Context: an optimization exercise on an open-source flow, tuned for small area and a short achievable clock period. The choices shown serve that exercise and are no tape-out recipe.
Only simulation tests tie the RTL to the original design; equivalence was not proved.
Power is estimated from default activity; no workload was simulated.

==> flow/design.v (excerpt) <==
module snoop_fifo_param #(
    parameter int unsigned WIDTH   = 64,
    parameter int unsigned DEPTH   = 48,
    parameter int unsigned KEY_W   = 16,
    parameter int unsigned KEY_LSB = 0,
    parameter int unsigned AW      = $clog2(DEPTH)
) (
    input  logic             clk,
    input  logic             rst,
    input  logic [WIDTH-1:0] wdata,
    input  logic             wvalid,
    output logic             wready,
    output logic [WIDTH-1:0] rdata,
    output logic             rvalid,
    input  logic             rready,
    input  logic [KEY_W-1:0] sdata,
    input  logic             svalid,
    output logic             sresp_valid,
    output logic             smatch,
    output logic [AW-1:0]    sage,
    output logic [AW:0]      shits,
    output logic [AW:0]      count
);
Size: ~6200 cells after synthesis, ~170 I/O pins, about 0.12 mm^2 of cells after synthesis.
Settings: LEC_CHECK=0, CAP_MARGIN=20, CORE_MARGIN=2, CORE_UTILIZATION=68, CTS_CLUSTER_DIAMETER=100, CTS_CLUSTER_SIZE=24, SLEW_MARGIN=20, SYNTH_HIERARCHICAL=1; clock period 140.0 ns.
standard.sh (not shown) runs the stock make flow with config.mk's settings and CLKGATE_MAP_FILE= SYNTH_SCRIPT=/design/flow/synth_recipe.tcl, a recipe that flattens the netlist after the stock synthesis.
==> flow/flow/run.sh <==
#!/bin/bash
# The standard layout (standard.sh: the ORFS flow and synthesis, unchanged steps), except
# that the port buffers are buf_2 cells rather than the default delay cells (BUFFER_PORTS_ARGS).
# make's full output goes to standard.log; ORFS keeps each step's own log under orfs/logs/.
set -euo pipefail
cd "$(dirname "$0")/.."
bash standard.sh "BUFFER_PORTS_ARGS=-buffer_cell sky130_fd_sc_hd__buf_2" finish > standard.log 2>&1
The first run finished with timing, DRC and antenna clean.
Edit:
==> flow/run.sh (new file) <==
#!/bin/bash
# synth_recipe.tcl (not shown) runs the flow's synth.tcl, then flattens the netlist and writes it again
# the make line also repeats each setting of config.mk as NAME=value (left out here)
make -C /OpenROAD-flow-scripts/flow DESIGN_CONFIG=/design/flow/config.mk WORK_HOME=/design/flow/orfs CLKGATE_MAP_FILE= SYNTH_SCRIPT=/design/flow/synth_recipe.tcl finish
removed: flow/flow/run.sh
removed: flow/standard.sh
Outcome: Routed wire length goes up by 0.58%; worst setup slack improved by 0.069 ns; area after synthesis does not change; power rose by 0.70%; die area does not change; register-to-register slack improved by 0.20 ns.
Edit:
==> flow/flow/run.sh (new file) <==
#!/bin/bash
# The standard layout (standard.sh: the ORFS flow and synthesis, unchanged steps),
# with two make settings that only change how hard the tools work:
#  - SETUP_SLACK_MARGIN: repair_timing keeps improving the worst paths until their slack under
#    the design's own constraints is at least this much (the SDC and clock period are
#    unchanged); TNS_END_PERCENT in config.mk keeps it to the worst few endpoints;
#  - BUFFER_PORTS_ARGS: the port buffers are buf_2 cells rather than the default delay cells.
# make's full output goes to standard.log; ORFS keeps each step's own log under orfs/logs/.
set -euo pipefail
cd "$(dirname "$0")/.."
bash standard.sh SETUP_SLACK_MARGIN=110 "BUFFER_PORTS_ARGS=-buffer_cell sky130_fd_sc_hd__buf_2" finish > standard.log 2>&1
==> flow/standard.sh (new file) <==
#!/bin/bash
# synth_recipe.tcl (not shown) runs the flow's synth.tcl, then flattens the netlist and writes it again
# the make line also repeats each setting of config.mk as NAME=value (left out here)
make -C /OpenROAD-flow-scripts/flow DESIGN_CONFIG=/design/flow/config.mk WORK_HOME=/design/flow/orfs CLKGATE_MAP_FILE= SYNTH_SCRIPT=/design/flow/synth_recipe.tcl "${@:-finish}"
- TNS_END_PERCENT: not set -> 2
removed: flow/run.sh
Effect: Clock skew rises by 0.0068 ns; fmax rises by a few percent; worst setup slack gains 0.94 ns; final area rises slightly; global-route usage rises by 1.8 points.
Edit:
- CORE_UTILIZATION: 68 -> 60
- TNS_END_PERCENT: 2 -> 5
What happened: The new run completed with no timing, DRC or antenna violations; critical path depth does not change; final area rises by 0.71%; power rises by 0.54%; first-iteration DRC count falls by about 8%; routed wire length rises by 2.5%; sequential share of layout area falls by 0.50 points; global-route usage falls by 3.5 points.

========
The RTL this note starts from:
==> flow/design.v <==
package snoop_fifo_pkg;
    localparam int unsigned MAX_AW = 16;
endpackage
module sf_aoi222 (input logic a0, b0, a1, b1, a2, b2, output logic y);
    assign y = ~((a0 & b0) | (a1 & b1) | (a2 & b2));
endmodule
module sf_nand4 (input logic a, b, c, d, output logic y);
    assign y = ~(a & b & c & d);
endmodule
module sf_nor2 (input logic a, b, output logic y);
    assign y = ~(a | b);
endmodule
module sf_and3 (input logic a, b, c, output logic y);
    assign y = a & b & c;
endmodule
module sf_fa (input logic a, b, c, output logic s, co);
    assign s  = a ^ b ^ c;
    assign co = (a & b) | (a & c) | (b & c);
endmodule
module sf_ha (input logic a, b, output logic s, co);
    assign s  = a ^ b;
    assign co = a & b;
endmodule
module sf_or4 (input logic a, b, c, d, output logic y);
    assign y = a | b | c | d;
endmodule
module sf_and2 (input logic a, b, output logic y);
    assign y = a & b;
endmodule
module sf_xnor2 (input logic a, b, output logic y);
    assign y = ~(a ^ b);
endmodule
module snoop_fifo_match (
    input  logic [15:0] m,
    output logic [4:0]  cnt,
    output logic        any,
    output logic [3:0]  idx
);
    logic pc_1;
    logic pc_2;
    logic pc_3;
    logic pc_4;
    logic pc_5;
    logic pc_6;
    logic pc_7;
    logic pc_8;
    logic pc_9;
    logic pc_10;
    logic pc_11;
    logic pc_12;
    logic pc_13;
    logic pc_14;
    logic pc_15;
    logic pc_16;
    logic pc_17;
    logic pc_18;
    logic pc_19;
    logic pc_20;
    logic pc_21;
    logic pc_22;
    logic pc_23;
    logic pc_24;
    logic pc_25;
    logic pc_26;
    logic pc_27;
    logic pc_28;
    logic pc_29;
    logic pc_30;
    sf_fa u_pc_1 (.a(m[0]), .b(m[1]), .c(m[2]), .s(pc_1), .co(pc_2));
    sf_fa u_pc_3 (.a(m[3]), .b(m[4]), .c(m[5]), .s(pc_3), .co(pc_4));
    sf_fa u_pc_5 (.a(m[6]), .b(m[7]), .c(m[8]), .s(pc_5), .co(pc_6));
    sf_fa u_pc_7 (.a(m[9]), .b(m[10]), .c(m[11]), .s(pc_7), .co(pc_8));
    sf_fa u_pc_9 (.a(m[12]), .b(m[13]), .c(m[14]), .s(pc_9), .co(pc_10));
    sf_fa u_pc_11 (.a(m[15]), .b(pc_1), .c(pc_3), .s(pc_11), .co(pc_12));
    sf_fa u_pc_13 (.a(pc_5), .b(pc_7), .c(pc_9), .s(pc_13), .co(pc_14));
    sf_ha u_pc_15 (.a(pc_11), .b(pc_13), .s(pc_15), .co(pc_16));
    sf_fa u_pc_17 (.a(pc_2), .b(pc_4), .c(pc_6), .s(pc_17), .co(pc_18));
    sf_fa u_pc_19 (.a(pc_8), .b(pc_10), .c(pc_12), .s(pc_19), .co(pc_20));
    sf_fa u_pc_21 (.a(pc_14), .b(pc_17), .c(pc_16), .s(pc_21), .co(pc_22));
    sf_ha u_pc_23 (.a(pc_19), .b(pc_21), .s(pc_23), .co(pc_24));
    sf_fa u_pc_25 (.a(pc_18), .b(pc_20), .c(pc_22), .s(pc_25), .co(pc_26));
    sf_ha u_pc_27 (.a(pc_24), .b(pc_25), .s(pc_27), .co(pc_28));
    sf_ha u_pc_29 (.a(pc_26), .b(pc_28), .s(pc_29), .co(pc_30));
    assign cnt = {pc_30, pc_29, pc_27, pc_23, pc_15};
    logic [15:0] any0;
    assign any0 = 16'(m);
    logic [7:0] any1;
    logic [7:0][0:0] idx1;
    logic [3:0] any2;
    logic [3:0][1:0] idx2;
    logic [1:0] any3;
    logic [1:0][2:0] idx3;
    logic [0:0] any4;
    logic [0:0][3:0] idx4;
    always_comb begin
        for (int i = 0; i < 8; i++) begin
            any1[i] = any0[2*i+1] | any0[2*i];
            idx1[i] = any0[2*i+1];
        end
        for (int i = 0; i < 4; i++) begin
            any2[i] = any1[2*i+1] | any1[2*i];
            idx2[i] = any1[2*i+1] ? {1'b1, idx1[2*i+1]} : {1'b0, idx1[2*i]};
        end
        for (int i = 0; i < 2; i++) begin
            any3[i] = any2[2*i+1] | any2[2*i];
            idx3[i] = any2[2*i+1] ? {1'b1, idx2[2*i+1]} : {1'b0, idx2[2*i]};
        end
        for (int i = 0; i < 1; i++) begin
            any4[i] = any3[2*i+1] | any3[2*i];
            idx4[i] = any3[2*i+1] ? {1'b1, idx3[2*i+1]} : {1'b0, idx3[2*i]};
        end
    end
    assign any = any4[0];
    assign idx = idx4[0];
endmodule
module snoop_fifo_param #(
    parameter int unsigned WIDTH   = 64,
    parameter int unsigned DEPTH   = 48,
    parameter int unsigned KEY_W   = 16,
    parameter int unsigned KEY_LSB = 0,
    parameter int unsigned AW      = $clog2(DEPTH)
) (
    input  logic             clk,
    input  logic             rst,
    input  logic [WIDTH-1:0] wdata,
    input  logic             wvalid,
    output logic             wready,
    output logic [WIDTH-1:0] rdata,
    output logic             rvalid,
    input  logic             rready,
    input  logic [KEY_W-1:0] sdata,
    input  logic             svalid,
    output logic             sresp_valid,
    output logic             smatch,
    output logic [AW-1:0]    sage,
    output logic [AW:0]      shits,
    output logic [AW:0]      count
);
    localparam int unsigned NG = DEPTH / 3;     
    localparam int unsigned NK = KEY_W / 4;     
    localparam int unsigned GS = 16;            
    localparam int unsigned NGR = DEPTH / GS;   
    localparam int unsigned CW = 5;             
    localparam int unsigned IW = 4;             
    logic [DEPTH-2:0][WIDTH-1:0] mem;      
    logic                        push;
    logic                        pop;
    logic [DEPTH-1:0]            sel;
    logic [DEPTH-1:0][WIDTH-1:0] src;
    logic [WIDTH-1:0]            rd_d;
    logic [WIDTH-1:0]            rd_q;
    logic [DEPTH-1:0][KEY_W-1:0] key;
    logic [DEPTH-1:0]            occ;
    logic [DEPTH-1:0]            eq;
    logic [NGR-1:0][CW-1:0]      grp_cnt, cnt_q;
    logic [NGR-1:0][IW-1:0]      grp_idx;
    logic [NGR-1:0]              grp_any;
    logic [NGR-1:0][AW-1:0]      grp_age;
    logic [AW-1:0]               age_d, age_q;
    logic [AW:0]                 count_d;
    assign push = wvalid & wready;
    assign pop  = rvalid & rready;
    always_comb begin
        case ({push, pop})
            2'b10:   count_d = count + (AW+1)'(1);
            2'b01:   count_d = count - (AW+1)'(1);
            default: count_d = count;
        endcase
    end
    always_ff @(posedge clk or posedge rst) begin
        if (rst) begin
            count  <= '0;
            wready <= 1'b1;
            rvalid <= 1'b0;
        end else begin
            count  <= count_d;
            wready <= (count_d != (AW+1)'(DEPTH));
            rvalid <= (count_d != '0);
        end
    end
    for (genvar i = 0; i < DEPTH - 1; i++) begin : g_mem
        logic shift;
        sf_and2 u_en (.a(wvalid), .b(wready), .y(shift));
        always_ff @(posedge clk) begin
            if (shift)
                mem[i] <= (i == 0) ? wdata : mem[i-1];
        end
    end
    always_comb begin
        sel[0] = (count < (AW+1)'(2));
        for (int unsigned i = 1; i < DEPTH; i++)
            sel[i] = (count == (AW+1)'(i + 1));
        for (int unsigned i = 0; i < DEPTH; i++)
            occ[i] = (count > (AW+1)'(i));
    end
    assign src[0] = wdata;
    for (genvar i = 1; i < DEPTH; i++) begin : g_src
        assign src[i] = mem[i-1];
    end
    for (genvar b = 0; b < WIDTH; b++) begin : g_rd
        logic [NG-1:0]   t;
        logic [NG/4-1:0] u;
        for (genvar j = 0; j < NG; j++) begin : g_t
            sf_aoi222 u_t (
                .a0(src[3*j][b]),   .b0(sel[3*j]),
                .a1(src[3*j+1][b]), .b1(sel[3*j+1]),
                .a2(src[3*j+2][b]), .b2(sel[3*j+2]),
                .y (t[j])
            );
        end
        for (genvar j = 0; j < NG/4; j++) begin : g_u
            sf_nand4 u_u (.a(t[4*j]), .b(t[4*j+1]), .c(t[4*j+2]), .d(t[4*j+3]), .y(u[j]));
        end
        sf_or4 u_o (.a(u[0]), .b(u[1]), .c(u[2]), .d(u[3]), .y(rd_d[b]));
    end
    always_ff @(posedge clk) begin
        if (pop || !rvalid)
            rd_q <= rd_d;
    end
    assign rdata = rd_q;
    always_comb begin
        for (int unsigned i = 0; i < DEPTH - 1; i++)
            key[i] = mem[i][KEY_LSB +: KEY_W];
        key[DEPTH-1] = rd_q[KEY_LSB +: KEY_W];
    end
    for (genvar i = 0; i < DEPTH; i++) begin : g_eq
        logic [KEY_W-1:0] x;
        logic [NK-1:0]    n;
        logic             p, q;
        for (genvar b = 0; b < KEY_W; b++) begin : g_x
            sf_xnor2 u_x (.a(key[i][b]), .b(sdata[b]), .y(x[b]));
        end
        for (genvar j = 0; j < NK; j++) begin : g_n
            sf_nand4 u_n (.a(x[4*j]), .b(x[4*j+1]), .c(x[4*j+2]), .d(x[4*j+3]), .y(n[j]));
        end
        sf_nor2 u_p (.a(n[0]), .b(n[1]), .y(p));
        sf_nor2 u_q (.a(n[2]), .b(n[3]), .y(q));
        sf_and3 u_m (.a(p), .b(q), .c(occ[i]), .y(eq[i]));
    end
    for (genvar g = 0; g < NGR; g++) begin : g_red
        snoop_fifo_match u_red (
            .m  (eq[g*GS +: GS]),
            .cnt(grp_cnt[g]),
            .any(grp_any[g]),
            .idx(grp_idx[g])
        );
        assign grp_age[g] = AW'(count - (AW+1)'(1 + g*GS) - (AW+1)'(grp_idx[g]));
    end
    always_comb begin
        age_d = '0;
        for (int g = 0; g < NGR; g++)
            if (grp_any[g])
                age_d = grp_age[g];
    end
    always_ff @(posedge clk or posedge rst) begin
        if (rst) begin
            sresp_valid <= 1'b0;
            smatch      <= 1'b0;
        end else begin
            sresp_valid <= svalid;
            smatch      <= svalid & (|grp_any);
        end
    end
    always_ff @(posedge clk) begin
        age_q <= age_d;
        cnt_q <= grp_cnt;
    end
    assign sage  = sresp_valid ? age_q : '0;
    assign shits = sresp_valid ? (AW+1)'((AW+1)'(cnt_q[0]) + (AW+1)'(cnt_q[1]) + (AW+1)'(cnt_q[2]))
                               : '0;
endmodule
clock: 140.0 ns
lec_check: 0
cap_margin: 20
core_margin: 2
core_utilization: 60
cts_cluster_diameter: 100
cts_cluster_size: 26
slew_margin: 20
synth_hierarchical: 1
tns_end_percent: 5
==> flow/flow/run.sh <==
#!/bin/bash
# The standard layout (standard.sh: the ORFS flow and synthesis, unchanged steps),
# with two make settings that only change how hard the tools work:
#  - SETUP_SLACK_MARGIN: repair_timing keeps improving the worst paths until their slack under
#    the design's own constraints is at least this much (the SDC and clock period are
#    unchanged); TNS_END_PERCENT in config.mk keeps it to the worst few endpoints;
#  - BUFFER_PORTS_ARGS: the port buffers are buf_2 cells rather than the default delay cells.
# make's full output goes to standard.log; ORFS keeps each step's own log under orfs/logs/.
set -euo pipefail
cd "$(dirname "$0")/.."
bash standard.sh SETUP_SLACK_MARGIN=110 "BUFFER_PORTS_ARGS=-buffer_cell sky130_fd_sc_hd__buf_2" finish > standard.log 2>&1
The starting point finished with timing, DRC and antenna clean.
Rerun with:
- CTS_CLUSTER_SIZE: 26 -> 24
What happened:
- The new run completed without violations
- final cell count hardly moves
- register-to-register slack gets better by 0.03 ns
- total power came out higher by 0.74%
- cell area hardly moves
- clock-buffer cell count came out higher by 15
- wire length goes down by 0.47%

[static timing again, ports no longer ideal]
The results above use ideal ports. As a check the final layouts listed here were re-extracted and re-timed, cells and wires unchanged. Step 1 sets driving cells, clkbuf_16 on the clock port and buf_2 on the other inputs (assumed; they add their load-dependent delay and slew). Step 2 also shifts input and output timing later by t, the mid clock arrival at the registers, as if the neighbouring blocks saw the same clock. Three values: ideal ports, drivers, drivers and shift; two values: the first two.
run | t (ns) | setup slack, ns | worst setup path after step 2 | worst register clock-pin slew, ns
the first run of note 1 | 0.915 | 107.756 / 107.820 / 106.906 | input to register | 0.10 / 0.10
the second run of note 1 | 0.903 | 107.825 / 107.888 / 106.985 | input to register | 0.10 / 0.10
the third run of note 1 | 0.919 | 108.770 / 108.771 / 107.851 | input to register | 0.10 / 0.10
the fourth run of note 1 | 0.922 | 108.859 / 108.818 / 107.896 | input to register | 0.11 / 0.11
the first run of note 2 | 0.906 | 109.010 / 108.999 / 108.155 | input to register | 0.11 / 0.11
the second run of note 2 | 0.912 | 109.003 / 108.996 / 108.145 | input to register | 0.10 / 0.10
After both steps setup and hold are still met in every run listed. The setup slack of the fourth run of note 1, which loses most, moves by -0.041 ns with the drivers and by -0.963 ns with both steps.
